Context: an optimization exercise on an open-source flow, tuned for small area. The choices shown serve that exercise and are no tape-out recipe.
In this exercise RTL edits were held to simulation tests only and were not proved equivalent to the original.
Power is estimated from default activity; no workload was simulated.

<file path="flow/constraint.sdc">
create_clock -name core_clock -period 10.0 [get_ports {sys_clk}]
set_input_delay 2.0000 -clock core_clock [delete_from_list [all_inputs] [get_ports {sys_clk}]]
set_output_delay 2.0000 -clock core_clock [all_outputs]
set_load 0.01 [all_outputs]
</file>
<file path="flow/config.mk">
export PLATFORM = sky130hd
export DESIGN_NAME = uartBridgeTop
export DESIGN_NICKNAME = uartBridgeTop
export VERILOG_FILES = /design/flow/design.v
export SDC_FILE = /design/flow/constraint.sdc
export NUM_CORES = 4
export LEC_CHECK = 0
export CAP_MARGIN = 20
export CORE_MARGIN = 2
export CORE_UTILIZATION = 30
export PLACE_DENSITY = 0.5
export SLEW_MARGIN = 40
</file>
<file path="flow/design.v">
package uartBridge_pkg;
    typedef logic [22:0] memAddr_t;     
    typedef logic [15:0] memWord_t;     
    typedef struct packed {
        logic [7:0]  opcode;            
        logic        addrTop;           
        memAddr_t    addr;
        logic [15:0] pad;               
    } readFrame_s;
    typedef struct packed {
        logic [7:0]  opcode;            
        logic        addrTop;           
        memAddr_t    addr;
        memWord_t    data;              
    } writeFrame_s;
    typedef union packed {
        readFrame_s  rd;
        writeFrame_s wr;
    } cmdFrame_u;
endpackage
`timescale 1ns/1ps
module uartBridgeTop (
    input  logic sys_clk,
    input  logic arstN,
    input  logic uartRxLine,
    output logic uartTxLine,
    output logic cmdError
);
    localparam logic [7:0] CMD_CLEAR = 8'h2F;
    localparam logic [2:0] RX_IDLE  = 3'd0;
    localparam logic [2:0] RX_START = 3'd1;
    localparam logic [2:0] RX_WAIT  = 3'd2;
    localparam logic [2:0] RX_READ  = 3'd3;
    localparam logic [2:0] RX_STOP  = 3'd4;
    logic [1:0] syncReg;
    logic       rxSync;
    logic [2:0] rxState;
    logic [3:0] rxCnt;
    logic [2:0] rxBit;
    logic       rxStrobe;
    logic [7:0] rxByte;
    assign rxSync = syncReg[1];
    always_ff @(posedge sys_clk or negedge arstN) begin
        if (!arstN) begin
            syncReg  <= 2'b11;
            rxState  <= RX_IDLE;
            rxCnt    <= '0;
            rxBit    <= '0;
            rxStrobe <= 1'b0;
        end else begin
            syncReg  <= {syncReg[0], uartRxLine};
            rxStrobe <= 1'b0;
            case (rxState)
                RX_IDLE: begin
                    if (!rxSync) begin
                        rxState <= RX_START;
                        rxCnt   <= 4'd1;
                        rxBit   <= '0;
                    end
                end
                RX_START: begin
                    if (rxCnt == 4'd8) begin
                        rxState <= rxSync ? RX_IDLE : RX_WAIT;
                        rxCnt   <= 4'd1;
                    end else
                        rxCnt <= rxCnt + 4'd1;
                end
                RX_WAIT: begin
                    if (rxCnt == 4'd15)
                        rxState <= RX_READ;
                    else
                        rxCnt <= rxCnt + 4'd1;
                end
                RX_READ: begin
                    rxCnt   <= 4'd1;
                    rxBit   <= rxBit + 3'd1;
                    rxState <= (rxBit == 3'd7) ? RX_STOP : RX_WAIT;
                end
                RX_STOP: begin
                    if (rxCnt == 4'd15) begin
                        rxState  <= RX_IDLE;
                        rxStrobe <= 1'b1;
                    end else
                        rxCnt <= rxCnt + 4'd1;
                end
                default: rxState <= RX_IDLE;
            endcase
        end
    end
    logic rxRead;
    assign rxRead = (rxState == RX_READ);
    always_ff @(posedge sys_clk) begin
        if (rxRead)
            rxByte <= {rxSync, rxByte[7:1]};
    end
    logic [2:0]  byteCnt;
    logic        isW;           
    logic        isClear, isOpcode, lastByte;
    logic        rdReq, rdValid;    
    logic        wrPend;            
    logic [6:0]  idx;               
    logic [15:0] wrData;
    logic        wrHit;
    assign isClear  = (rxByte == CMD_CLEAR);
    assign isOpcode = (rxByte == 8'h52) || (rxByte == 8'h57);
    assign lastByte = (byteCnt == (isW ? 3'd5 : 3'd3));
    always_ff @(posedge sys_clk or negedge arstN) begin
        if (!arstN) begin
            byteCnt  <= '0;
            cmdError <= 1'b0;
            rdReq    <= 1'b0;
            rdValid  <= 1'b0;
            wrPend   <= 1'b0;
        end else begin
            cmdError <= 1'b0;
            rdReq    <= 1'b0;
            rdValid  <= rdReq;
            if (wrHit)
                wrPend <= 1'b0;
            if (rxStrobe) begin
                if (isClear) begin
                    byteCnt <= '0;
                end else if (byteCnt == 3'd0) begin
                    if (isOpcode)
                        byteCnt <= 3'd1;
                    else
                        cmdError <= 1'b1;
                end else if (lastByte) begin
                    byteCnt <= '0;
                    if (isW)
                        wrPend <= 1'b1;
                    else
                        rdReq <= 1'b1;
                end else begin
                    byteCnt <= byteCnt + 3'd1;
                end
            end
        end
    end
    always_ff @(posedge sys_clk) begin
        if (rxStrobe && byteCnt == 3'd0)
            isW <= rxByte[0];
        if (rxRead && rxBit == 3'd6 && byteCnt == 3'd3)
            idx <= {rxSync, rxByte[7:2]};
        if (rxStrobe && byteCnt == 3'd4)
            wrData[15:8] <= rxByte;
        if (rxStrobe && byteCnt == 3'd5)
            wrData[7:0] <= rxByte;
    end
    logic [15:0] ring [128];
    logic [6:0]  rot;
    logic        clr;           
    assign wrHit = wrPend && (rot == idx);
    always_ff @(posedge sys_clk or negedge arstN) begin
        if (!arstN) begin
            rot <= '0;
            clr <= 1'b1;
        end else begin
            rot <= rot - 7'd1;
            if (rot == 7'd1)
                clr <= 1'b0;
        end
    end
    always_ff @(posedge sys_clk) begin
        ring[0] <= ring[127];
        ring[1] <= clr ? 16'h0000 : (wrHit ? wrData : ring[0]);
        for (int p = 2; p < 128; p++)
            ring[p] <= ring[p-1];
    end
    logic [15:0] txWord;
    logic [6:0]  dIdx;
    logic        m5, m6, m7;
    assign dIdx = idx - rot;
    assign m5 = (dIdx[4:0] == 5'd0);
    assign m6 = m5 && !dIdx[5];
    assign m7 = m6 && !dIdx[6];
    always_ff @(posedge sys_clk) begin
        if (m5)
            txWord[0] <= ring[{dIdx[6:5], 5'd0}][0];
        if (m6)
            txWord[4:1] <= ring[{dIdx[6], 6'd0}][4:1];
        if (m7)
            txWord[15:5] <= ring[0][15:5];
    end
    localparam logic [1:0] TX_IDLE  = 2'd0;
    localparam logic [1:0] TX_START = 2'd1;
    localparam logic [1:0] TX_DATA  = 2'd2;
    localparam logic [1:0] TX_STOP  = 2'd3;
    logic [1:0] txState;
    logic [3:0] txCnt;
    logic [2:0] txBit;
    logic       byteSel;
    logic [7:0] curByte;
    logic       bitEnd;
    assign curByte = byteSel ? txWord[15:8] : txWord[7:0];
    assign bitEnd  = (txCnt == 4'd15);
    always_ff @(posedge sys_clk or negedge arstN) begin
        if (!arstN) begin
            txState    <= TX_IDLE;
            txCnt      <= '0;
            txBit      <= '0;
            byteSel    <= 1'b0;
            uartTxLine <= 1'b1;
        end else begin
            if (txState != TX_IDLE)
                txCnt <= bitEnd ? '0 : txCnt + 4'd1;
            case (txState)
                TX_IDLE: begin
                    txCnt <= '0;
                    if (rdValid) begin
                        txState    <= TX_START;
                        byteSel    <= 1'b0;
                        uartTxLine <= 1'b0;
                    end
                end
                TX_START: begin
                    if (bitEnd) begin
                        txState    <= TX_DATA;
                        txBit      <= '0;
                        uartTxLine <= curByte[0];
                    end
                end
                TX_DATA: begin
                    if (bitEnd) begin
                        if (txBit == 3'd7) begin
                            txState    <= TX_STOP;
                            uartTxLine <= 1'b1;
                        end else begin
                            txBit      <= txBit + 3'd1;
                            uartTxLine <= curByte[txBit + 3'd1];
                        end
                    end
                end
                TX_STOP: begin
                    if (bitEnd) begin
                        if (byteSel)
                            txState <= TX_IDLE;
                        else begin
                            byteSel    <= 1'b1;
                            txState    <= TX_START;
                            uartTxLine <= 1'b0;
                        end
                    end
                end
                default: txState <= TX_IDLE;
            endcase
        end
    end
endmodule
</file>
<file path="flow/run.sh">
#!/bin/bash
# synth_recipe.tcl (not shown) runs the flow's synth.tcl, then flattens the netlist and writes it again
# the make line also repeats each setting of config.mk as NAME=value (left out here)
make -C /OpenROAD-flow-scripts/flow DESIGN_CONFIG=/design/flow/config.mk WORK_HOME=/design/flow/orfs CLKGATE_MAP_FILE= SYNTH_SCRIPT=/design/flow/synth_recipe.tcl finish
</file>
==> run summary <==
-- flip-flops by register name, summed over array words and instances, names as in the netlist, 2 cells and up --
signal / flops
byteCnt: 3
idx: 7
ring: 2048
rot: 7
rxBit: 3
rxByte: 8
rxCnt: 4
rxState: 3
syncReg: 2
txBit: 3
txCnt: 4
txState: 2
txWord: 16
wrData: 16
-- cell type report --
type,count,share of cell area (%)
inverter,30,0.206
sequential,2135,79.6
multi-input combinational,252,3.48
antenna,2,0.00918
timing repair buffer,5,0.0826
tap,2016,4.63
clock buffer,263,10.2
clock inverter,77,1.81
-- kinds of logic (layout without fill, tap and decap cells) --
| group | Yosys count | in the layout |
|---|---|---|
| DFF | 2135 | 2135 |
| and+or+nand+nor | 110 | 110 |
| AOI/OAI and AO/OA | 71 | 71 |
| buffers and inverters | 42 | 375 |
| muxes | 35 | 35 |
| adders and majority gates | 26 | 26 |
| xor gates and xnor gates | 10 | 10 |
| other | 0 | 2 |
-- where the power goes --
part,internal (mW),switching [mW]
Combinational,0.0410,0.0533
Sequential,8.57,0.0399
Clock,4.34,2.95
Total,13.0,3.04
-- metrics by stage --
stage | util (%) | cell area [sq um] | instances
2_1_floorplan | - | 45500 | 2429
3_3_place_gp | 32.0 | 48000 | 4438
3_5_place_dp | 32.0 | 48000 | 4438
4_1_cts | 36.3 | 54500 | 4778
5_1_grt | 36.3 | 54500 | 4778
6_report | 36.3 | 54500 | 4780
-- path summary, 6_finish.rpt --
kind | startpoint | to | cells after the start
setup / recovery | uartTxLine | uartTxLine | 1
setup reg to reg | rot[0] | txWord[15] | 8
hold reg to reg | ring[16][15] | ring[17][15] | 0
hold / removal | ring[16][15] | ring[17][15] | 0
min in group asynchronous | arstN | rxCnt[3] | 1
max in group asynchronous | arstN | txCnt[3] | 1
-- metal layers --
layer  vias up  wire, microns  GRT usage (%)  part of all wire [%]
li1       8113              -              -                     -
met1      7504          26200           9.22                    56
met5         -              0              0                     0
met4         0           1810           4.03                   3.9
met3       148           2310           2.07                   4.9
met2       228          16700           7.81                    35
-- cell usage in the layout (no fill, tap or decap), drive strengths merged, types with 3 or more instances in the layout --
master         instances
a21oi                 15
dfxtp               2048
nor2b                 10
a31oi                  5
clkdlybuf4s50          3
dfrtp                 35
nor2                  32
clkinvlp               3
o211ai                 3
inv                   38
and3                   5
a211oi                 4
xnor2                  8
nand2                 17
clkinv                48
nor3                   9
bufinv                18
edfxtp                48
mux2                   7
a22o                   6
dfstp                  4
nand3                 17
o21a                   4
nand4b                 3
clkbuf               263
mux2i                 26
o21ai                 16
or4                    3
ha                    25
==> impl_metrics.csv <==
group,metric,value,unit
timing,slew_headroom,61.2,%
synthesis,yosysWarnings,2,
synthesis,yosys.area.top_type,"dfxtp_1",
die,core,150000,sq um
critical_path,worstPathRequired,8.00,ns
synthesis,syn_area_per_cell,18.7,sq um
critical_path,path_delay_family,"flip-flops",
clock_tree,numCtsBuffers,185,
drt,num_vias,16000,
synthesis,synth_compound_area_share,1.06,%
cells_and_area,drive_gt1_share,12.2,%
critical_path,cp.arrival,1.85,ns
clock_tree,clock_sinks,2135,
synthesis,synth_top_area_share,90.1,%
timing,worst_slew_pin_slew,0.582,ns
global_route,antenna_found_initial,2,
timing,min_period_over_period,38.5,%
synthesis,synth-edff-count,48,
global_route,grt_max_degree,40,
global_route,overflow,0,
drt,wl_per_cell,9.84,microns
critical_path,critPathSlowestCell,"dfstp_2",
synthesis,synth_area,45500,sq um
drt,drt_pass1_iterations,4,
clock_tree,clk_pin_slew,0.06,ns
critical_path,crit_buf_inv,1,
cells_and_area,syn2layout_area_growth,19.9,%
critical_path,max_stage_delay,0.54,ns
timing,worst_hold_slack,0.304,ns
timing,hold_violations,0,
drt,first_iter_violations,644,
global_route,grt_usage,6.32,%
clock_tree,cts_tree,"built",
synthesis,syn-instance-count,2429,
clock_tree,ctsHoldBuffers,0,
synthesis,synthAdderAreaFrac,0.732,%
cells_and_area,final-seq-area,43400,sq um
timing,fin_crit,3.85,ns
synthesis,synth_top_family_by_area,"simple AND/OR/NAND/NOR gates",
synthesis,synth_ff_type,"dfxtp_1",
synthesis,synth_seq_cells,2135,
synthesis,synth.net_count,2458,
drt,ant_nets,0,
hold_path,min_path_type,"reg -> reg",
drt,drc,0,
clock_tree,cts-resized-gates,0,
pwr,total_power,16.0,mW
synthesis,synth.area.top_cells,"dfxtp_1 90%, edfxtp_1 3.2%, dfrtp_1 1.9%, ha_1 0.69%, mux2i_1 0.57%",
synthesis,yosysMostFrequentCell,"dfxtp_1",
synthesis,async_flop_share,1.83,%
timing,clock_skew,0.0239,ns
drt,wirelength,47.0,mm
timing,max_freq,260,MHz
place,place_ws,6.94,ns
critical_path,worst_setup_path_end_kind,"output pin",
timing,slew_violations,0,
place,post-dp-hpwl,21.6,mm
global_route,grt_pass1_vias,16200,
critical_path,reg2reg_slack,7.31,ns
pwr,peakVddDrop,0.157,mV
timing,setup_viol_count_final,0,
synthesis,yosys.cell_types.count,64,
place,place.port_buffers,4,
die,die_height,393,microns
clock_tree,clock_path_buffers,3,
die,die_w,393,microns
clock_tree,clock_latency,0.77,ns
synthesis,yosys-mux-area-fraction,0.877,%
critical_path,worstSetupStartpointType,"flop",
pwr,p_leak,21.6,nW
run_status,status,"no timing/DRC/antenna violations",
critical_path,path_cells,"clkdlybuf4s50_1",
cells_and_area,fill_cells,13800,
run,cap_viol_max_count,0,
cells_and_area,final_nets,2638,
clock_tree,root_buffer,"clkbuf_16",
die,rows,142,
die,initial_core_util,30.3,%
synthesis,synth_top_cells_by_count,"2048 x dfxtp_1, 48 x edfxtp_1, 35 x dfrtp_1",
critical_path,crit_fanout,2,
clock_tree,h-tree-depth,4,
die,die_area,155000,sq um
timing,setup_ws,6.15,ns
place,gp_congestion,0.689,
global_route,grt_first_pass_wirelength,81.0,mm
cells_and_area,multi_input_area,1900,sq um
synthesis,synthXorXnorAreaFrac,0.209,%
synthesis,synth_simple_gate_area_share,1.29,%
synthesis,yosysSeqAreaShare,95.5,%
critical_path,crit_type,"reg -> out",
timing,fin_tns_setup,0,ns
die,ios,5,
clock_tree,post_cts_buffers,0,
pwr,p_per_area,293,nW/um^2
drt,via_per_inst,3.35,
timing,rsz0062_at_grt,"no",

[afterwards: timing with drivers on the ports]
No port has a modelled driver above. Below, the same layout with a new extraction and two added sets of constraints. Step 1 (the two cells are an assumption about what drives the block):
set clk [get_ports {sys_clk}]
set_driving_cell -lib_cell sky130_fd_sc_hd__clkbuf_16 $clk
set_driving_cell -lib_cell sky130_fd_sc_hd__buf_2 [delete_from_list [all_inputs] $clk]
Step 2 moves the port delays by t, midway between the first and last clock arrival at a register: inputs arrive t later, outputs are due t later. That takes back most of the time a late clock gives input paths. a / b / c = ideal ports / drivers / drivers and shift; a / b = the first two.
t (ns): 0.824
slack for setup (ns): 6.154 / 6.089 / 6.912
worst setup path at the end: register to output
worst data-port slew with drivers (ns): 0.04
After both steps this run still meets setup and hold. The setup slack of this run moves by -0.065 ns with the drivers and by +0.758 ns with both steps.
